From an optimization exercise on the open Yosys and OpenROAD flow, aimed at small area, a short achievable clock period and few clock cycles; shortcuts taken in it are not production practice. Function was checked by simulation only, so behaviour that the tests miss may differ from the original. Power and IR drop assume default switching activity.

$ cat design/flow/design.v
package zpu_exec_pkg;
    localparam int WORD_W  = 32;
    localparam int DMEM_AW = 26;
    typedef logic [WORD_W-1:0]  word_t;
    typedef logic [DMEM_AW-1:0] dmem_addr_t;
    typedef enum logic [4:0] {
        op_nop,
        op_mov,
        op_im0,
        op_imn,
        op_add,
        op_addsp,
        op_sub,
        op_and,
        op_or,
        op_not,
        op_flip,
        op_eq,
        op_lessthan,
        op_ulessthan,
        op_mul,
        op_load,
        op_store,
        op_store2,
        op_loadsp,
        op_storesp
    } exec_op_e;
    typedef struct packed {
        exec_op_e   op;
        logic [6:0] imm;
        dmem_addr_t dest_addr;
        word_t      operand;
        dmem_addr_t operand_addr;
    } exec_in_t;
    typedef struct packed {
        word_t tos;
        word_t nos;
    } stack_pair_t;
    typedef struct packed {
        logic       en;
        logic [3:0] wmask;
        dmem_addr_t addr;
        word_t      data;
    } mem_req_t;
    typedef enum logic [2:0] {
        tos_keep,
        tos_alu,
        tos_nos,
        tos_operand,
        tos_mul,
        tos_load
    } tos_sel_e;
    typedef enum logic [1:0] {
        nos_keep,
        nos_tos,
        nos_operand
    } nos_sel_e;
    typedef enum logic [2:0] {
        mem_none,
        mem_wr_result,
        mem_wr_tos,
        mem_wr_store,
        mem_rd_load
    } mem_cmd_e;
endpackage
`timescale 1ns/1ps
module exec_ctrl #(
    parameter int MUL_STAGES = 2
) (
    input  logic                   clk,
    input  logic                   rst,
    input  zpu_exec_pkg::exec_op_e op_i,
    output logic                   stall_o,
    output zpu_exec_pkg::tos_sel_e tos_sel_o,
    output zpu_exec_pkg::nos_sel_e nos_sel_o,
    output zpu_exec_pkg::mem_cmd_e mem_cmd_o,
    output logic                   mul_start_o
);
    localparam int CNT_W = $clog2(MUL_STAGES + 1);
    typedef enum logic [1:0] {
        st_exec,
        st_mul_wait,
        st_load_wait,
        st_load_done
    } state_e;
    state_e           state_q;
    state_e           state_d;
    logic [CNT_W-1:0] cnt_q;
    logic [CNT_W-1:0] cnt_d;
    logic             mul_last;
    assign mul_last = (cnt_q == CNT_W'(MUL_STAGES));
    always_comb begin
        unique case (state_q)
            st_exec:      stall_o = (op_i == zpu_exec_pkg::op_mul) ||
                                    (op_i == zpu_exec_pkg::op_load);
            st_mul_wait:  stall_o = !mul_last;
            st_load_wait: stall_o = 1'b1;
            default:      stall_o = 1'b0;
        endcase
    end
    always_comb begin
        tos_sel_o   = zpu_exec_pkg::tos_keep;
        nos_sel_o   = zpu_exec_pkg::nos_keep;
        mem_cmd_o   = zpu_exec_pkg::mem_none;
        mul_start_o = 1'b0;
        state_d     = state_q;
        cnt_d       = cnt_q;
        unique case (state_q)
            st_exec: begin
                unique case (op_i)
                    zpu_exec_pkg::op_mov: begin
                        tos_sel_o = zpu_exec_pkg::tos_nos;
                        nos_sel_o = zpu_exec_pkg::nos_operand;
                    end
                    zpu_exec_pkg::op_im0, zpu_exec_pkg::op_loadsp: begin
                        tos_sel_o = zpu_exec_pkg::tos_alu;
                        nos_sel_o = zpu_exec_pkg::nos_tos;
                        mem_cmd_o = zpu_exec_pkg::mem_wr_result;
                    end
                    zpu_exec_pkg::op_imn, zpu_exec_pkg::op_not,
                    zpu_exec_pkg::op_flip, zpu_exec_pkg::op_addsp: begin
                        tos_sel_o = zpu_exec_pkg::tos_alu;
                        mem_cmd_o = zpu_exec_pkg::mem_wr_result;
                    end
                    zpu_exec_pkg::op_add, zpu_exec_pkg::op_sub,
                    zpu_exec_pkg::op_and, zpu_exec_pkg::op_or,
                    zpu_exec_pkg::op_eq, zpu_exec_pkg::op_lessthan,
                    zpu_exec_pkg::op_ulessthan: begin
                        tos_sel_o = zpu_exec_pkg::tos_alu;
                        nos_sel_o = zpu_exec_pkg::nos_operand;
                        mem_cmd_o = zpu_exec_pkg::mem_wr_result;
                    end
                    zpu_exec_pkg::op_storesp: begin
                        tos_sel_o = zpu_exec_pkg::tos_nos;
                        nos_sel_o = zpu_exec_pkg::nos_operand;
                        mem_cmd_o = zpu_exec_pkg::mem_wr_tos;
                    end
                    zpu_exec_pkg::op_store: begin
                        tos_sel_o = zpu_exec_pkg::tos_operand;
                        mem_cmd_o = zpu_exec_pkg::mem_wr_store;
                    end
                    zpu_exec_pkg::op_store2: begin
                        nos_sel_o = zpu_exec_pkg::nos_operand;
                    end
                    zpu_exec_pkg::op_mul: begin
                        nos_sel_o   = zpu_exec_pkg::nos_operand;
                        mul_start_o = 1'b1;
                        cnt_d       = CNT_W'(1);
                        state_d     = st_mul_wait;
                    end
                    zpu_exec_pkg::op_load: begin
                        mem_cmd_o = zpu_exec_pkg::mem_rd_load;
                        state_d   = st_load_wait;
                    end
                    default: ;
                endcase
            end
            st_mul_wait: begin
                if (mul_last) begin
                    tos_sel_o = zpu_exec_pkg::tos_mul;
                    mem_cmd_o = zpu_exec_pkg::mem_wr_result;
                    state_d   = st_exec;
                end else begin
                    cnt_d = cnt_q + CNT_W'(1);
                end
            end
            st_load_wait: state_d = st_load_done;
            default: begin
                tos_sel_o = zpu_exec_pkg::tos_load;
                mem_cmd_o = zpu_exec_pkg::mem_wr_result;
                state_d   = st_exec;
            end
        endcase
    end
    always_ff @(posedge clk) begin
        if (rst) begin
            state_q <= st_exec;
            cnt_q   <= '0;
        end else begin
            state_q <= state_d;
            cnt_q   <= cnt_d;
        end
    end
endmodule
`timescale 1ns/1ps
module stack_alu (
    input  zpu_exec_pkg::exec_op_e    op_i,
    input  logic [6:0]                imm_i,
    input  zpu_exec_pkg::stack_pair_t stack_i,
    input  zpu_exec_pkg::word_t       operand_i,
    output zpu_exec_pkg::word_t       result_o
);
    localparam int W = zpu_exec_pkg::WORD_W;
    logic signed [W-1:0] tos_s;
    logic signed [W-1:0] nos_s;
    zpu_exec_pkg::word_t flipped;
    logic                eq;
    logic                lt;
    logic                ult;
    assign tos_s = stack_i.tos;
    assign nos_s = stack_i.nos;
    assign eq    = (stack_i.tos == stack_i.nos);
    assign lt    = (tos_s < nos_s);
    assign ult   = (stack_i.tos < stack_i.nos);
    always_comb begin
        for (int i = 0; i < W; i++) begin
            flipped[i] = stack_i.tos[W-1-i];
        end
    end
    always_comb begin
        unique case (op_i)
            zpu_exec_pkg::op_add:       result_o = stack_i.tos + stack_i.nos;
            zpu_exec_pkg::op_addsp:     result_o = stack_i.tos + operand_i;
            zpu_exec_pkg::op_sub:       result_o = stack_i.nos - stack_i.tos;
            zpu_exec_pkg::op_and:       result_o = stack_i.tos & stack_i.nos;
            zpu_exec_pkg::op_or:        result_o = stack_i.tos | stack_i.nos;
            zpu_exec_pkg::op_not:       result_o = ~stack_i.tos;
            zpu_exec_pkg::op_flip:      result_o = flipped;
            zpu_exec_pkg::op_eq:        result_o = {{(W-1){1'b0}}, eq};
            zpu_exec_pkg::op_lessthan:  result_o = {{(W-1){1'b0}}, lt};
            zpu_exec_pkg::op_ulessthan: result_o = {{(W-1){1'b0}}, ult};
            zpu_exec_pkg::op_im0:       result_o = {{(W-7){imm_i[6]}}, imm_i};
            zpu_exec_pkg::op_imn:       result_o = {stack_i.tos[W-8:0], imm_i};
            zpu_exec_pkg::op_loadsp:    result_o = operand_i;
            default:                    result_o = '0;
        endcase
    end
endmodule
`timescale 1ns/1ps
module stack_regs (
    input  logic                      clk,
    input  logic                      rst,
    input  zpu_exec_pkg::tos_sel_e    tos_sel_i,
    input  zpu_exec_pkg::nos_sel_e    nos_sel_i,
    input  zpu_exec_pkg::word_t       alu_i,
    input  zpu_exec_pkg::word_t       operand_i,
    input  zpu_exec_pkg::word_t       mul_i,
    input  zpu_exec_pkg::word_t       load_i,
    output zpu_exec_pkg::stack_pair_t stack_o,
    output zpu_exec_pkg::word_t       next_tos_o
);
    zpu_exec_pkg::stack_pair_t stack_q;
    zpu_exec_pkg::stack_pair_t stack_d;
    always_comb begin
        unique case (tos_sel_i)
            zpu_exec_pkg::tos_alu:     stack_d.tos = alu_i;
            zpu_exec_pkg::tos_nos:     stack_d.tos = stack_q.nos;
            zpu_exec_pkg::tos_operand: stack_d.tos = operand_i;
            zpu_exec_pkg::tos_mul:     stack_d.tos = mul_i;
            zpu_exec_pkg::tos_load:    stack_d.tos = load_i;
            default:                   stack_d.tos = stack_q.tos;
        endcase
    end
    always_comb begin
        unique case (nos_sel_i)
            zpu_exec_pkg::nos_tos:     stack_d.nos = stack_q.tos;
            zpu_exec_pkg::nos_operand: stack_d.nos = operand_i;
            default:                   stack_d.nos = stack_q.nos;
        endcase
    end
    always_ff @(posedge clk) begin
        if (rst) begin
            stack_q <= '0;
        end else begin
            stack_q <= stack_d;
        end
    end
    assign stack_o    = stack_q;
    assign next_tos_o = stack_d.tos;
endmodule
`timescale 1ns/1ps
module mul_pipe #(
    parameter int MUL_STAGES = 2
) (
    input  logic                clk,
    input  logic                rst,
    input  logic                start_i,
    input  zpu_exec_pkg::word_t a_i,
    input  zpu_exec_pkg::word_t b_i,
    output zpu_exec_pkg::word_t product_o
);
    zpu_exec_pkg::word_t stage_q [MUL_STAGES];
    always_ff @(posedge clk) begin
        if (rst) begin
            for (int i = 0; i < MUL_STAGES; i++) begin
                stage_q[i] <= '0;
            end
        end else begin
            if (start_i) begin
                stage_q[0] <= $signed(a_i) * $signed(b_i);
            end
            for (int i = 1; i < MUL_STAGES; i++) begin
                stage_q[i] <= stage_q[i-1];
            end
        end
    end
    assign product_o = stage_q[MUL_STAGES-1];
endmodule
`timescale 1ns/1ps
module stack_wr_fwd #(
    parameter int FWD_DEPTH = 2
) (
    input  logic                      clk,
    input  logic                      rst,
    input  zpu_exec_pkg::mem_cmd_e    cmd_i,
    input  zpu_exec_pkg::stack_pair_t stack_i,
    input  zpu_exec_pkg::word_t       next_tos_i,
    input  zpu_exec_pkg::dmem_addr_t  dest_addr_i,
    input  zpu_exec_pkg::word_t       operand_i,
    input  zpu_exec_pkg::dmem_addr_t  operand_addr_i,
    output zpu_exec_pkg::mem_req_t    dmem_req_o,
    output zpu_exec_pkg::word_t       operand_o
);
    localparam int AW = zpu_exec_pkg::DMEM_AW;
    zpu_exec_pkg::mem_req_t   req_d;
    zpu_exec_pkg::mem_req_t   req_q;
    zpu_exec_pkg::dmem_addr_t tos_addr;
    logic                     is_write;
    logic                     fwd_vld  [FWD_DEPTH];
    logic [AW-3:0]            fwd_addr [FWD_DEPTH];
    zpu_exec_pkg::word_t      fwd_data [FWD_DEPTH];
    assign tos_addr = {stack_i.tos[AW-1:2], 2'b00};
    assign is_write = (req_d.wmask != 4'h0);
    always_comb begin
        req_d.en    = 1'b1;
        req_d.wmask = 4'hf;
        req_d.addr  = dest_addr_i;
        req_d.data  = next_tos_i;
        unique case (cmd_i)
            zpu_exec_pkg::mem_wr_result: ;
            zpu_exec_pkg::mem_wr_tos:    req_d.data = stack_i.tos;
            zpu_exec_pkg::mem_wr_store: begin
                req_d.addr = tos_addr;
                req_d.data = stack_i.nos;
            end
            zpu_exec_pkg::mem_rd_load: begin
                req_d.wmask = 4'h0;
                req_d.addr  = tos_addr;
            end
            default: begin
                req_d.en    = 1'b0;
                req_d.wmask = 4'h0;
            end
        endcase
    end
    always_ff @(posedge clk) begin
        if (rst) begin
            req_q.en    <= 1'b0;
            req_q.wmask <= 4'h0;
            for (int i = 0; i < FWD_DEPTH; i++) begin
                fwd_vld[i] <= 1'b0;
            end
        end else begin
            req_q <= req_d;
            if (is_write) begin
                fwd_vld[0]  <= 1'b1;
                fwd_addr[0] <= req_d.addr[AW-1:2];
                fwd_data[0] <= req_d.data;
                for (int i = 1; i < FWD_DEPTH; i++) begin
                    fwd_vld[i]  <= fwd_vld[i-1];
                    fwd_addr[i] <= fwd_addr[i-1];
                    fwd_data[i] <= fwd_data[i-1];
                end
            end
        end
    end
    always_comb begin
        operand_o = operand_i;
        for (int i = FWD_DEPTH - 1; i >= 0; i--) begin
            if (fwd_vld[i] && (fwd_addr[i] == operand_addr_i[AW-1:2])) begin
                operand_o = fwd_data[i];
            end
        end
    end
    assign dmem_req_o = req_q;
endmodule
`timescale 1ns/1ps
module zpu_exec_top #(
    parameter int MUL_STAGES = 2,
    parameter int FWD_DEPTH  = 2
) (
    input  logic        clk,
    input  logic        rst,
    input  logic [4:0]  inst_op_i,
    input  logic [6:0]  inst_imm_i,
    input  logic [25:0] inst_dest_addr_i,
    input  logic [31:0] inst_operand_i,
    input  logic [25:0] inst_operand_addr_i,
    output logic        stall_o,
    output logic        dmem_en_o,
    output logic [3:0]  dmem_wmask_o,
    output logic [25:0] dmem_addr_o,
    output logic [31:0] dmem_wdata_o,
    input  logic [31:0] dmem_rdata_i,
    output logic [31:0] stack_tos_o,
    output logic [31:0] stack_nos_o
);
    zpu_exec_pkg::exec_in_t    inst_i;
    zpu_exec_pkg::mem_req_t    dmem_req_o;
    zpu_exec_pkg::stack_pair_t stack_o;
    assign inst_i.op           = zpu_exec_pkg::exec_op_e'(inst_op_i);
    assign inst_i.imm          = inst_imm_i;
    assign inst_i.dest_addr    = inst_dest_addr_i;
    assign inst_i.operand      = inst_operand_i;
    assign inst_i.operand_addr = inst_operand_addr_i;
    assign dmem_en_o           = dmem_req_o.en;
    assign dmem_wmask_o        = dmem_req_o.wmask;
    assign dmem_addr_o         = dmem_req_o.addr;
    assign dmem_wdata_o        = dmem_req_o.data;
    assign stack_tos_o         = stack_o.tos;
    assign stack_nos_o         = stack_o.nos;
    zpu_exec_pkg::tos_sel_e    tos_sel;
    zpu_exec_pkg::nos_sel_e    nos_sel;
    zpu_exec_pkg::mem_cmd_e    mem_cmd;
    logic                      mul_start;
    zpu_exec_pkg::stack_pair_t stack;
    zpu_exec_pkg::word_t       next_tos;
    zpu_exec_pkg::word_t       alu_result;
    zpu_exec_pkg::word_t       mul_product;
    zpu_exec_pkg::word_t       fwd_operand;
    assign stack_o = stack;
    exec_ctrl #(
        .MUL_STAGES(MUL_STAGES)
    ) u_ctrl (
        .clk        (clk),
        .rst        (rst),
        .op_i       (inst_i.op),
        .stall_o    (stall_o),
        .tos_sel_o  (tos_sel),
        .nos_sel_o  (nos_sel),
        .mem_cmd_o  (mem_cmd),
        .mul_start_o(mul_start)
    );
    stack_alu u_alu (
        .op_i     (inst_i.op),
        .imm_i    (inst_i.imm),
        .stack_i  (stack),
        .operand_i(fwd_operand),
        .result_o (alu_result)
    );
    stack_regs u_regs (
        .clk       (clk),
        .rst       (rst),
        .tos_sel_i (tos_sel),
        .nos_sel_i (nos_sel),
        .alu_i     (alu_result),
        .operand_i (fwd_operand),
        .mul_i     (mul_product),
        .load_i    (dmem_rdata_i),
        .stack_o   (stack),
        .next_tos_o(next_tos)
    );
    mul_pipe #(
        .MUL_STAGES(MUL_STAGES)
    ) u_mul (
        .clk      (clk),
        .rst      (rst),
        .start_i  (mul_start),
        .a_i      (stack.tos),
        .b_i      (stack.nos),
        .product_o(mul_product)
    );
    stack_wr_fwd #(
        .FWD_DEPTH(FWD_DEPTH)
    ) u_wr_fwd (
        .clk           (clk),
        .rst           (rst),
        .cmd_i         (mem_cmd),
        .stack_i       (stack),
        .next_tos_i    (next_tos),
        .dest_addr_i   (inst_i.dest_addr),
        .operand_i     (inst_i.operand),
        .operand_addr_i(inst_i.operand_addr),
        .dmem_req_o    (dmem_req_o),
        .operand_o     (fwd_operand)
    );
endmodule
$ cat design/flow/run.sh
#!/bin/bash
# synth_recipe.tcl (not shown) runs the flow's synth.tcl, then flattens the netlist and writes it again
# the make line also repeats each setting of config.mk as NAME=value (left out here)
make -C /OpenROAD-flow-scripts/flow DESIGN_CONFIG=/design/flow/config.mk WORK_HOME=/design/flow/orfs CLKGATE_MAP_FILE= SYNTH_SCRIPT=/design/flow/synth_recipe.tcl finish
$ cat design/flow/config.mk
export PLATFORM = sky130hd
export DESIGN_NAME = zpu_exec_top
export DESIGN_NICKNAME = zpu_exec_top
export VERILOG_FILES = /design/flow/design.v
export SDC_FILE = /design/flow/constraint.sdc
export NUM_CORES = 4
export LEC_CHECK = 0
export CAP_MARGIN = 20
export CORE_MARGIN = 2
export CORE_UTILIZATION = 40
export SLEW_MARGIN = 20
$ cat design/flow/constraint.sdc
create_clock -name core_clock -period 8.0 [get_ports {clk}]
set_input_delay 1.6000 -clock core_clock [delete_from_list [all_inputs] [get_ports {clk}]]
set_output_delay 1.6000 -clock core_clock [all_outputs]
set_load 0.01 [all_outputs]
==> flow_metrics.env <==
export IMPL_status="finished clean"
export IMPL_drt_initial_drc_count=3945
export IMPL_synth_top_cells_by_area="fa_1 23%, edfxtp_1 14%, ha_1 11%"
export IMPL_power_density_mw_per_mm2=280
export IMPL_track_usage_pct=33.1
export IMPL_synth_edf_count=170
export IMPL_rsz0062_at_grt="no"
export IMPL_drv_slew=0
export IMPL_ys_types=97
export IMPL_place_area_mm2=0.0405
export IMPL_fin_skew_ps=32.5
export IMPL_hold_class="reg2reg"
export IMPL_path_buf_inv=5
export IMPL_slew_headroom_pct=30.0
export IMPL_fill_cells=8517
export IMPL_reg2reg_slack_ps=340
export IMPL_synthArstFlopShare_pct=0
export IMPL_routed_wirelength_mm=152
export IMPL_avgSynthCellArea_um2=8.81
export IMPL_seqCellArea_mm2=0.00783
export IMPL_rr_startpoint="u_regs.stack_q[49]"
export IMPL_synth_largest_area_cell="fa_1"
export IMPL_port_buffers=255
export IMPL_hold_path_depth=0
export IMPL_max_stage_delay_ps=580
export IMPL_first_pass_iters=9
export IMPL_wl_met3_mm=18.1
export IMPL_ys_seq_area_share_pct=21.9
export IMPL_via_count=32400
export IMPL_clock_sinks=306
export IMPL_synth_common_cells="552 x nor2_1, 505 x inv_1, 410 x fa_1, 367 x nand2_1, 316 x ha_1"
export IMPL_ys_seq_elements=306
export IMPL_p_leak_nw=18.2
export IMPL_ctsLongestPathBuffers=3
export IMPL_critical_path_max_fanout=10
export IMPL_drive_gt1_share_pct=7.98
export IMPL_rr_worst_depth=22
export IMPL_critPathRequiredTime_ps=8460
export IMPL_cp_start_kind="flip-flop"
export IMPL_htreeDepth=2
export IMPL_die_area_mm2=0.0916
export IMPL_grt_pass1_wl_mm=219
export IMPL_netlist_area_leader_share_pct=23.0
export IMPL_final_area_mm2=0.0418
export IMPL_dr_wl_met2_mm=63.8
export IMPL_ant_nets=0
export IMPL_hp_start="u_wr_fwd.fwd_data[0][31]"
export IMPL_clk_insertion_delay_late_ps=610
export IMPL_finalSetupTns_ps=0
export IMPL_synthToLayoutAreaGrowth_pct=17.1
export IMPL_maxCapViolCount=0
export IMPL_dpl_hpwl_mm=119
export IMPL_place_gp_congestion=1.05
export IMPL_clock_fmax_ghz=0.131
export IMPL_ys_warn_count=9
export IMPL_dp_cells=5443
export IMPL_antenna_found_initial=8
export IMPL_cts_clk_slew_worst_paths_ps=70
export IMPL_syn_instance_count=4053
export IMPL_drt_met1_wl_mm=60.3
export IMPL_grt_pass1_vias=32000
export IMPL_cp_slowest_cell="fa_1"
export IMPL_initial_core_util_pct=40.4
export IMPL_multi_input_area_mm2=0.0250
export IMPL_period_share_pct=95.7
export IMPL_cp_num_cells=22
export IMPL_wl_per_cell_um=27.5
export IMPL_rows=109
export IMPL_r2r_end="u_mul.stage_q[0][31]"
export IMPL_critPathTopFamily="adder cells"
export IMPL_num_io_pins=258
export IMPL_die_y_um=303
export IMPL_crit_top_cell="fa_1"
export IMPL_finalHoldViolations=0
export IMPL_total_power_mw=11.7
export IMPL_overflow=0
export IMPL_syn_area_mm2=0.0357
export IMPL_worstPathArrival_ps=8120
export IMPL_drc=0
export IMPL_cts_tree="built"
export IMPL_cts_root_buf="clkbuf_16"
export IMPL_end_kind="flip-flop"
export IMPL_grt_max_degree=113
export IMPL_nNetsFinal=5176
export IMPL_cts_made_buffers=40
export IMPL_synthesis_nets=4909
export IMPL_crit_type="reg2reg"
export IMPL_top_layer="met5"
export IMPL_min_period_ps=7660
export IMPL_viasPerCell=5.87
export IMPL_min_to="u_wr_fwd.fwd_data[1][31]"
export IMPL_synth_most_common_cell="nor2_1"
export IMPL_setup_violations=0
export IMPL_core_mm2=0.0884
export IMPL_worst_slew_pin_slew_ps=1050
export IMPL_path_cells="inv_1, buf_4, nor2_1, fa_1, fa_1, inv_1, fa_1, fa_1, inv_1, fa_1, fa_1, fa_1, fa_1, ha_1, inv_1, o32ai_1, nor3_1, nor3_1, nand3_1, nand2_1, xnor2_1, a21oi_1"
export IMPL_die_x_um=303
export IMPL_synth_ff_type="edfxtp_1"
export IMPL_peakVddDrop_v=0.000220
export IMPL_layoutNonFillerInstCount=5519
## flip-flops by register name, indices dropped and copies added, names as in the netlist
signal,count
u_wr_fwd.fwd_data,64
u_ctrl.state_q,2
u_ctrl.cnt_q,2
u_wr_fwd.fwd_vld,2
u_wr_fwd.fwd_addr,48
u_regs.stack_q,64
u_mul.stage_q,64
u_wr_fwd.req_q,60
## per-layer routing
metal	vias to the layer above	GRT usage, %
li1	14000	-
met1	15900	44.4
met2	2000	49.1
met3	475	8.69
met4	6	17.1
met5	-	0
## power by group
group | switching (mW) | leakage [nW] | internal, mW | total (mW)
Sequential | 0.215 | 2.73 | 2.05 | 2.27
Clock | 0.827 | 0.644 | 1.03 | 1.85
Combinational | 4.88 | 14.8 | 2.71 | 7.59
Total | 5.92 | 18.2 | 5.79 | 11.7
## repair_timing
action	4_1_cts	5_1_grt
resized for setup	0	5
setup endpoints to repair	0	2
setup buffers	0	0
hold buffers	0	0
## stage by stage
stage | util (%) | hold slack [ps] | worst slack, ps
4_1_cts | 47.3 | 446 | 163
3_5_place_dp | 45.8 | 431 | 235
5_1_grt | 47.3 | 450 | 0.551
3_3_place_gp | 45.8 | 428 | 228
6_report | 47.3 | 443 | 344
2_1_floorplan | - | 418 | 179
## how the worst max path moves through the flow
stage / startpoint / end / slack [ps]
floorplan: inst_op_i[0] / u_wr_fwd.fwd_addr[0][0] / 180
global placement: u_regs.stack_q[12] / u_mul.stage_q[0][31] / 230
detailed placement: u_regs.stack_q[46] / u_mul.stage_q[0][31] / 240
CTS: u_regs.stack_q[12] / u_mul.stage_q[0][31] / 160
global route: u_regs.stack_q[39] / u_mul.stage_q[0][31] / 0.6
finish: u_regs.stack_q[49] / u_mul.stage_q[0][31] / 340
## cells in the final DEF, fill, tap and decap left out, types with 32 or more instances in the layout
master and n:
xnor2_1 167, a21o_1 32, clkdlybuf4s50_1 254, mux2i_1 40, o21ai_0 119, a221oi_1 41
fa_1 410, xor2_1 44, nor3_1 38, nor2b_1 49, buf_4 214, dfxtp_1 135
edfxtp_1 170, nand2_1 365, inv_1 503, ha_1 315, nand3_1 49, a21oi_1 257
nor2_1 548, a211oi_1 92, clkbuf_16 40
## final cells by class
class	instances	share of cell area, %
inverter	525	4.73
timing repair buffer	473	10.2
clock inverter	28	0.617
sequential	306	18.7
clock buffer	45	2.51
tap	1165	3.49
multi-input combinational	2974	59.7
antenna	3	0.0180
## kinds of logic after synthesis
kind of cell             synth area share (%)
AND/OR/NAND/NOR                          14.6
AO/OA/AOI/OAI                            14.7
buffers and inverters                    8.30
adder cells (fa/ha/maj)                  34.1
flip-flops                               21.9
XOR/XNOR                                 5.22
multiplexers                             1.18
Testbench counts, summed over its fixed seeds: cycles 119,979.

## re-timing with driven ports
No port has a modelled driver above. Below, the same layout with a new extraction and two added sets of constraints.
Step 1, drivers: a clkbuf_16 drives clk and a buf_2 each remaining input, both assumed.
Step 2 times the ports against the registers' clock, not the clock port: input delays grow and output delays shrink by t, the midpoint of the rising clock arrivals with the driver on.
a / b / c = ideal / step 1 / step 2; a / b = the first two.
shift t [ns]: 0.665
setup slack, ns: 0.344 / 0.344 / 0.344
worst hold slack (ns): 0.443 / 0.443 / 0.443
worst slew at a driven data input, ns: 0.08
After both steps setup and hold are still met in this run. For this run, drivers alone change the setup slack by 0.000 ns; drivers and shift together by 0.000 ns.
